Background: an optimization exercise with open tools, aiming at small area and a short achievable clock period. Do not read the settings as production practice.
Only simulation tests tie the RTL to the original design; equivalence was not proved.
Power is estimated from default activity; no workload was simulated.

==> v32: inputs <==
==> flow/design.v (excerpt) <==
module fft64_result_collector (
    input  logic        CLK,
    input  logic        RST,
    input  logic        ED,
    input  logic        RDY,
    input  logic [5:0]  ADDR,
    input  logic [18:0] DOR,
    input  logic [18:0] DOI,
    input  logic        OVF1,
    input  logic        OVF2,
    output logic        M_VALID,
    input  logic        M_READY,
    output logic [18:0] M_DR,
    output logic [18:0] M_DI,
    output logic [5:0]  M_IDX,
    output logic        M_LAST,
    output logic [1:0]  M_OVF,
    output logic        BUSY,
    output logic [7:0]  DROP_CNT
);
==> module fft64_result_collector, before the edit <==
module fft64_result_collector (
    input  logic        CLK,
    input  logic        RST,
    input  logic        ED,
    input  logic        RDY,
    input  logic [5:0]  ADDR,
    input  logic [18:0] DOR,
    input  logic [18:0] DOI,
    input  logic        OVF1,
    input  logic        OVF2,
    output logic        M_VALID,
    input  logic        M_READY,
    output logic [18:0] M_DR,
    output logic [18:0] M_DI,
    output logic [5:0]  M_IDX,
    output logic        M_LAST,
    output logic [1:0]  M_OVF,
    output logic        BUSY,
    output logic [7:0]  DROP_CNT
);
    logic        drain;       
    logic [5:0]  cnt;         
    logic [1:0]  frame_ovf;
    logic [37:0] mem [1:63];
    logic [63:0] rsel;        
    logic [5:0]  cnt_d;
    logic capture, we, drop, load, first, ld_rd;
    assign capture = BUSY && !drain;
    assign we      = ED && (BUSY ? !drain : RDY);
    assign drop    = ED && RDY && BUSY;
    assign first   = drain && !M_VALID;
    assign load    = drain && (!M_VALID || (M_READY && !M_LAST));
    assign ld_rd   = drain && M_VALID && M_READY && !M_LAST;
    assign M_OVF   = frame_ovf;
    always_ff @(posedge CLK or posedge RST) begin
        if (RST) begin
            BUSY     <= 1'b0;
            drain    <= 1'b0;
            M_VALID  <= 1'b0;
            DROP_CNT <= 8'd0;
        end else begin
            if (drop && (DROP_CNT != 8'hFF)) DROP_CNT <= DROP_CNT + 8'd1;
            if (!BUSY) begin
                if (ED && RDY) BUSY <= 1'b1;
            end else if (!drain) begin
                if (ED && !RDY && (cnt == 6'd63)) drain <= 1'b1;
            end else begin
                if (load) M_VALID <= 1'b1;
                else if (M_READY && M_LAST) begin
                    M_VALID <= 1'b0;
                    BUSY    <= 1'b0;
                    drain   <= 1'b0;
                end
            end
        end
    end
    always_comb begin
        cnt_d = cnt;
        if (ED && RDY && !(BUSY && drain)) cnt_d = 6'd1;
        else if ((capture && ED) || load)  cnt_d = cnt + 6'd1;
    end
    always_ff @(posedge CLK) begin
        cnt <= cnt_d;
        for (int k = 0; k < 64; k++) rsel[k] <= (cnt_d == 6'(k));
        if (ED && RDY && !(BUSY && drain)) frame_ovf <= {OVF2, OVF1};
        else if (capture && ED)            frame_ovf <= frame_ovf | {OVF2, OVF1};
    end
    always_ff @(posedge CLK) begin
        for (int k = 1; k < 64; k++)
            if (we && (ADDR == 6'(k))) mem[k] <= {DOR, DOI};
    end
    logic [37:0] rd;
    always_comb begin
        rd = '0;
        for (int k = 1; k < 64; k++)
            rd = rd | ({38{rsel[k]}} & mem[k]);
    end
    always_ff @(posedge CLK) begin
        if (we && (ADDR == 6'd0)) {M_DR, M_DI} <= {DOR, DOI};
        else if (ld_rd)           {M_DR, M_DI} <= rd;
        if (load) begin
            M_IDX  <= cnt;
            M_LAST <= (cnt == 6'd63);
        end
    end
endmodule
make LEC_CHECK=0 CAP_MARGIN=20 CORE_MARGIN=2 CORE_UTILIZATION=40 SETUP_SLACK_MARGIN=2.0 SLEW_MARGIN=20 TNS_END_PERCENT=5 finish   # period 4.0 ns
run.sh (not shown) runs the stock make flow with config.mk's settings and CLKGATE_MAP_FILE= SYNTH_SCRIPT=/design/flow/synth_recipe.tcl, a recipe that flattens the netlist after the stock synthesis.
==> inputs of v27, as changes to v32 <==
==> flow/design.v (replaced) <==
module fft64_result_collector (
    input  logic        CLK,
    input  logic        RST,
    input  logic        ED,
    input  logic        RDY,
    input  logic [5:0]  ADDR,
    input  logic [18:0] DOR,
    input  logic [18:0] DOI,
    input  logic        OVF1,
    input  logic        OVF2,
    output logic        M_VALID,
    input  logic        M_READY,
    output logic [18:0] M_DR,
    output logic [18:0] M_DI,
    output logic [5:0]  M_IDX,
    output logic        M_LAST,
    output logic [1:0]  M_OVF,
    output logic        BUSY,
    output logic [7:0]  DROP_CNT
);
    logic        drain;       
    logic        capt;        
    logic        drain_w;     
    logic        vld;         
    logic [5:0]  cnt;         
    logic [1:0]  frame_ovf;
    logic [37:0] mem [1:63];
    logic [63:0] rsel_i;      
    logic [63:0] rsel_r;      
    logic [5:0]  cnt_d;
    logic capture, we, drop, load, first, ld_rd, drain_d, we0, start, ld_out, last63;
    assign capture = capt;
    assign we      = ED && !drain_w;
    assign start   = ED && RDY && !drain;
    assign drop    = ED && RDY && BUSY;
    assign first   = drain && !vld;
    assign load    = drain && (!vld || (M_READY && !M_LAST));
    assign ld_rd   = drain && vld && M_READY && !M_LAST;
    assign M_OVF   = frame_ovf;
    assign we0     = we && (ADDR == 6'd0);
    assign last63  = capture && ED && !RDY && (cnt == 6'd63);
    assign drain_d = last63 || (drain && !(vld && M_READY && M_LAST));
    always_ff @(posedge CLK or posedge RST) begin
        if (RST) begin
            BUSY     <= 1'b0;
            drain    <= 1'b0;
            capt     <= 1'b0;
            M_VALID  <= 1'b0;
            vld      <= 1'b0;
            drain_w  <= 1'b0;
            DROP_CNT <= 8'd0;
        end else begin
            vld     <= drain && !(vld && M_READY && M_LAST);
            M_VALID <= drain && !(M_VALID && M_READY && M_LAST);
            drain_w <= last63 || (drain_w && !(vld && M_READY && M_LAST));
            if (drop && (DROP_CNT != 8'hFF)) DROP_CNT <= DROP_CNT + 8'd1;
            if (!BUSY) begin
                if (ED && RDY) begin
                    BUSY <= 1'b1;
                    capt <= 1'b1;
                end
            end else if (!drain) begin
                if (ED && !RDY && (cnt == 6'd63)) begin
                    drain <= 1'b1;
                    capt  <= 1'b0;
                end
            end else begin
                if (!load && M_READY && M_LAST) begin
                    BUSY    <= 1'b0;
                    drain   <= 1'b0;
                end
            end
        end
    end
    always_comb begin
        cnt_d = cnt;
        if (start)                         cnt_d = 6'd1;
        else if ((capture && ED) || load)  cnt_d = cnt + 6'd1;
    end
    always_ff @(posedge CLK) begin
        cnt <= cnt_d;
        for (int k = 0; k < 64; k++) begin
            rsel_i[k] <= drain_d && (cnt_d == 6'(k));
            rsel_r[k] <= drain_d && ((load || (capture && ED)) ? (cnt == 6'(k - 1)) : (cnt == 6'(k)));
        end
        frame_ovf <= ({2{start}} & {OVF2, OVF1}) |
                     ({2{!start}} & (frame_ovf | ({2{capture && ED}} & {OVF2, OVF1})));
    end
    always_ff @(posedge CLK) begin
        for (int k = 1; k < 64; k++)
            if (we && (ADDR == 6'(k))) mem[k] <= {DOR, DOI};
    end
    logic [37:0] rd;
    genvar gb;
    generate
        for (gb = 0; gb < 38; gb++) begin : g_rd
            logic [63:0] col;
            assign col[0] = (gb < 19) ? DOI[gb % 19] : DOR[gb % 19];
            for (genvar k = 1; k < 64; k++) begin : g_c
                assign col[k] = mem[k][gb];
            end
            fft64_rdbit u_rd (.sel(gb < 19 ? {rsel_i[63:1], we0} : {rsel_r[63:1], we0}), .d(col), .q(rd[gb]));
        end
    endgenerate
    assign ld_out = we0 || ld_rd;
    logic [37:0] m_d;
    logic [6:0]  i_d;
    generate
        for (gb = 0; gb < 38; gb++) begin : g_hm
            fft64_mux2 u_h (.s(ld_out), .a(rd[gb]), .b(gb < 19 ? M_DI[gb % 19] : M_DR[gb % 19]), .y(m_d[gb]));
        end
        for (gb = 0; gb < 7; gb++) begin : g_hi
            fft64_mux2 u_h (.s(load), .a(gb < 6 ? cnt[gb % 6] : rsel_i[63]), .b(gb < 6 ? M_IDX[gb % 6] : M_LAST), .y(i_d[gb]));
        end
    endgenerate
    always_ff @(posedge CLK) begin
        {M_DR, M_DI}    <= m_d;
        {M_LAST, M_IDX} <= i_d;
    end
endmodule
module fft64_rdbit (
    input  logic [63:0] sel,
    input  logic [63:0] d,
    output logic        q
);
    logic [21:0] g_n;    
    logic [5:0]  h;      
    logic [2:0]  m_n;
    for (genvar j = 0; j < 21; j++) begin : g_a
        fft64_aoi222 u_a (.a(sel[3*j+2:3*j]), .b(d[3*j+2:3*j]), .y(g_n[j]));
    end
    fft64_nand2 u_a21 (.a(sel[63]), .b(d[63]), .y(g_n[21]));
    for (genvar j = 0; j < 4; j++) begin : g_h
        fft64_nand4 u_h (.a(g_n[4*j+3:4*j]), .y(h[j]));
    end
    fft64_nand3 u_h4 (.a(g_n[18:16]), .y(h[4]));
    fft64_nand3 u_h5 (.a(g_n[21:19]), .y(h[5]));
    for (genvar j = 0; j < 3; j++) begin : g_m
        fft64_nor2 u_m (.a(h[2*j+1:2*j]), .y(m_n[j]));
    end
    fft64_nand3 u_q (.a(m_n), .y(q));
endmodule
module fft64_aoi222 (
    input  logic [2:0] a,
    input  logic [2:0] b,
    output logic       y
);
    assign y = ~((a[0] & b[0]) | (a[1] & b[1]) | (a[2] & b[2]));
endmodule
module fft64_nand2 (
    input  logic a,
    input  logic b,
    output logic y
);
    assign y = ~(a & b);
endmodule
module fft64_nand3 (
    input  logic [2:0] a,
    output logic       y
);
    assign y = ~&a;
endmodule
module fft64_nand4 (
    input  logic [3:0] a,
    output logic       y
);
    assign y = ~&a;
endmodule
module fft64_nor2 (
    input  logic [1:0] a,
    output logic       y
);
    assign y = ~|a;
endmodule
module fft64_mux2 (
    input  logic s,
    input  logic a,
    input  logic b,
    output logic y
);
    assign y = s ? a : b;
endmodule
==> flow/flow/run.sh (new file) <==
#!/bin/bash
set -euo pipefail
bash standard.sh MATCH_CELL_FOOTPRINT=0 "BUFFER_PORTS_ARGS=-buffer_cell sky130_fd_sc_hd__buf_2" finish > run_standard.log 2>&1
==> flow/standard.sh (new file) <==
#!/bin/bash
# synth_recipe.tcl (not shown) runs the flow's synth.tcl, then flattens the netlist and writes it again
# the make line also repeats each setting of config.mk as NAME=value (left out here)
make -C /OpenROAD-flow-scripts/flow DESIGN_CONFIG=/design/flow/config.mk WORK_HOME=/design/flow/orfs CLKGATE_MAP_FILE= SYNTH_SCRIPT=/design/flow/synth_recipe.tcl "${@:-finish}"
--- a/flow/config.mk
+++ b/flow/config.mk
@@ -8,6 +8,10 @@
 export CAP_MARGIN = 20
 export CORE_MARGIN = 2
-export CORE_UTILIZATION = 40
-export SETUP_SLACK_MARGIN = 2.0
+export CORE_UTILIZATION = 55
+export CTS_CLUSTER_DIAMETER = 100
+export CTS_CLUSTER_SIZE = 25
+export PLACE_DENSITY = 0.68
+export SETUP_SLACK_MARGIN = 1.85
 export SLEW_MARGIN = 20
-export TNS_END_PERCENT = 5
+export SYNTH_HIERARCHICAL = 1
+export TNS_END_PERCENT = 100
removed: flow/run.sh
==> inputs of v13, as changes to v32 <==
--- a/flow/design.v
+++ b/flow/design.v
@@ -25,5 +25,5 @@
     logic [63:0] rsel;        
     logic [5:0]  cnt_d;
-    logic capture, we, drop, load, first, ld_rd;
+    logic capture, we, drop, load, first, ld_rd, drain_d, we0;
     assign capture = BUSY && !drain;
     assign we      = ED && (BUSY ? !drain : RDY);
@@ -33,4 +33,7 @@
     assign ld_rd   = drain && M_VALID && M_READY && !M_LAST;
     assign M_OVF   = frame_ovf;
+    assign we0     = we && (ADDR == 6'd0);
+    assign drain_d = (capture && ED && !RDY && (cnt == 6'd63)) ||
+                     (drain && !(M_VALID && M_READY && M_LAST));
     always_ff @(posedge CLK or posedge RST) begin
         if (RST) begin
@@ -62,5 +65,5 @@
     always_ff @(posedge CLK) begin
         cnt <= cnt_d;
-        for (int k = 0; k < 64; k++) rsel[k] <= (cnt_d == 6'(k));
+        for (int k = 0; k < 64; k++) rsel[k] <= drain_d && (cnt_d == 6'(k));
         if (ED && RDY && !(BUSY && drain)) frame_ovf <= {OVF2, OVF1};
         else if (capture && ED)            frame_ovf <= frame_ovf | {OVF2, OVF1};
@@ -71,16 +74,75 @@
     end
     logic [37:0] rd;
-    always_comb begin
-        rd = '0;
-        for (int k = 1; k < 64; k++)
-            rd = rd | ({38{rsel[k]}} & mem[k]);
-    end
+    genvar gb;
+    generate
+        for (gb = 0; gb < 38; gb++) begin : g_rd
+            logic [63:0] col;
+            assign col[0] = (gb < 19) ? DOI[gb % 19] : DOR[gb % 19];
+            for (genvar k = 1; k < 64; k++) begin : g_c
+                assign col[k] = mem[k][gb];
+            end
+            fft64_rdbit u_rd (.sel({rsel[63:1], we0}), .d(col), .q(rd[gb]));
+        end
+    endgenerate
     always_ff @(posedge CLK) begin
-        if (we && (ADDR == 6'd0)) {M_DR, M_DI} <= {DOR, DOI};
-        else if (ld_rd)           {M_DR, M_DI} <= rd;
+        if (we0 || ld_rd) {M_DR, M_DI} <= rd;
         if (load) begin
             M_IDX  <= cnt;
-            M_LAST <= (cnt == 6'd63);
+            M_LAST <= rsel[63];
         end
     end
 endmodule
+module fft64_rdbit (
+    input  logic [63:0] sel,
+    input  logic [63:0] d,
+    output logic        q
+);
+    logic [21:0] g_n;    
+    logic [5:0]  h;      
+    logic [2:0]  m_n;
+    for (genvar j = 0; j < 21; j++) begin : g_a
+        fft64_aoi222 u_a (.a(sel[3*j+2:3*j]), .b(d[3*j+2:3*j]), .y(g_n[j]));
+    end
+    fft64_nand2 u_a21 (.a(sel[63]), .b(d[63]), .y(g_n[21]));
+    for (genvar j = 0; j < 4; j++) begin : g_h
+        fft64_nand4 u_h (.a(g_n[4*j+3:4*j]), .y(h[j]));
+    end
+    fft64_nand3 u_h4 (.a(g_n[18:16]), .y(h[4]));
+    fft64_nand3 u_h5 (.a(g_n[21:19]), .y(h[5]));
+    for (genvar j = 0; j < 3; j++) begin : g_m
+        fft64_nor2 u_m (.a(h[2*j+1:2*j]), .y(m_n[j]));
+    end
+    fft64_nand3 u_q (.a(m_n), .y(q));
+endmodule
+module fft64_aoi222 (
+    input  logic [2:0] a,
+    input  logic [2:0] b,
+    output logic       y
+);
+    assign y = ~((a[0] & b[0]) | (a[1] & b[1]) | (a[2] & b[2]));
+endmodule
+module fft64_nand2 (
+    input  logic a,
+    input  logic b,
+    output logic y
+);
+    assign y = ~(a & b);
+endmodule
+module fft64_nand3 (
+    input  logic [2:0] a,
+    output logic       y
+);
+    assign y = ~&a;
+endmodule
+module fft64_nand4 (
+    input  logic [3:0] a,
+    output logic       y
+);
+    assign y = ~&a;
+endmodule
+module fft64_nor2 (
+    input  logic [1:0] a,
+    output logic       y
+);
+    assign y = ~|a;
+endmodule
==> flow/flow/run.sh (new file) <==
#!/bin/bash
set -euo pipefail
bash standard.sh MATCH_CELL_FOOTPRINT=0 "BUFFER_PORTS_ARGS=-buffer_cell sky130_fd_sc_hd__buf_2" finish > run_standard.log 2>&1
==> flow/standard.sh (new file) <==
#!/bin/bash
# synth_recipe.tcl (not shown) runs the flow's synth.tcl, then flattens the netlist and writes it again
# the make line also repeats each setting of config.mk as NAME=value (left out here)
make -C /OpenROAD-flow-scripts/flow DESIGN_CONFIG=/design/flow/config.mk WORK_HOME=/design/flow/orfs CLKGATE_MAP_FILE= SYNTH_SCRIPT=/design/flow/synth_recipe.tcl "${@:-finish}"
--- a/flow/config.mk
+++ b/flow/config.mk
@@ -9,5 +9,8 @@
 export CORE_MARGIN = 2
 export CORE_UTILIZATION = 40
-export SETUP_SLACK_MARGIN = 2.0
+export CTS_CLUSTER_DIAMETER = 100
+export CTS_CLUSTER_SIZE = 25
+export SETUP_SLACK_MARGIN = 1.7
 export SLEW_MARGIN = 20
-export TNS_END_PERCENT = 5
+export SYNTH_HIERARCHICAL = 1
+export TNS_END_PERCENT = 100
removed: flow/run.sh
==> comparison <==
v32 completed with no timing, DRC or antenna violations. v13 went through all stages and came out clean. v27 finished clean.
Core utilization: v27 is higher than v13 (16 points).
Clock power, highest first: v32, v27, v13.
The highest routed wire length belongs to v32, the lowest to v27.
In v27 the worst setup slack is higher than in v32, by 700 ps.
Sequential power is about the same in v32 and v13.
In flip-flop and latch count, v32 and v13 do not differ.
The highest register-to-register slack belongs to v27, the lowest to v32.
==> figures <==
item	v32	v13	v27
Result of the run	finished clean	finished clean	finished clean
Hpwl dp	207200 µm	151900 µm	142700 µm
Share of layout cells above drive strength 1	0.3192	0.1480	0.1650
Endpoint arrival time on the critical path	3660 ps	1590 ps	3000 ps
Clock network fraction of total power	0.402	0.298	0.250
Post-layout utilization of the core	0.5179	0.4518	0.6156
Routed metal-1 wirelength	137400 µm	100100 µm	91090 µm
Number of flops mapped to enable cells by yosys	2441	2441	2394
Sequential cell area share	0.6531	0.7734	0.7699
Fraction of the mapped netlist area in simple logic gates	0.02379	0.03676	0.04004
Switching component of the power	0.01283 W	0.008851 W	0.01449 W
Maximum frequency from static timing analysis	335.4 MHz	418.4 MHz	437.5 MHz
Area of all placed cells without fillers	115100 µm²	97160 µm²	98740 µm²
Initial core utilization	0.4027	0.4035	0.5538
Row cnt	173	170	147
Routability-driven placement congestion ratio	0.8740	0.8580	0.8819

-- re-timing with driven ports --
Ports are ideal in the flow. The routed layouts listed here were re-timed in OpenROAD.
Step 1 assumes that a clkbuf_16 drives the clock port and a buf_2 every other input.
Step 2 adds t to the input delays and takes it off the output delays; t is the mean of the earliest and latest rising clock arrival at the registers after step 1. Input paths then give back, and output paths get back, about the clock's delay inside the block.
Three values: ideal ports, drivers, drivers and shift; two values: the first two.
| run | t, ns | slack for setup (ns) | cell pins on the clock port's net |
|---|---|---|---|
| v32 | 0.996 | 1.019 / 1.019 / 0.308 | 1 |
| v27 | 0.853 | 1.714 / 1.686 / 0.834 | 1 |
| v13 | 0.870 | 1.610 / 1.521 / 1.050 | 1 |
After both steps every run listed still meets setup and hold. For v27, which loses most, drivers alone change the setup slack by -0.028 ns; drivers and shift together by -0.880 ns.
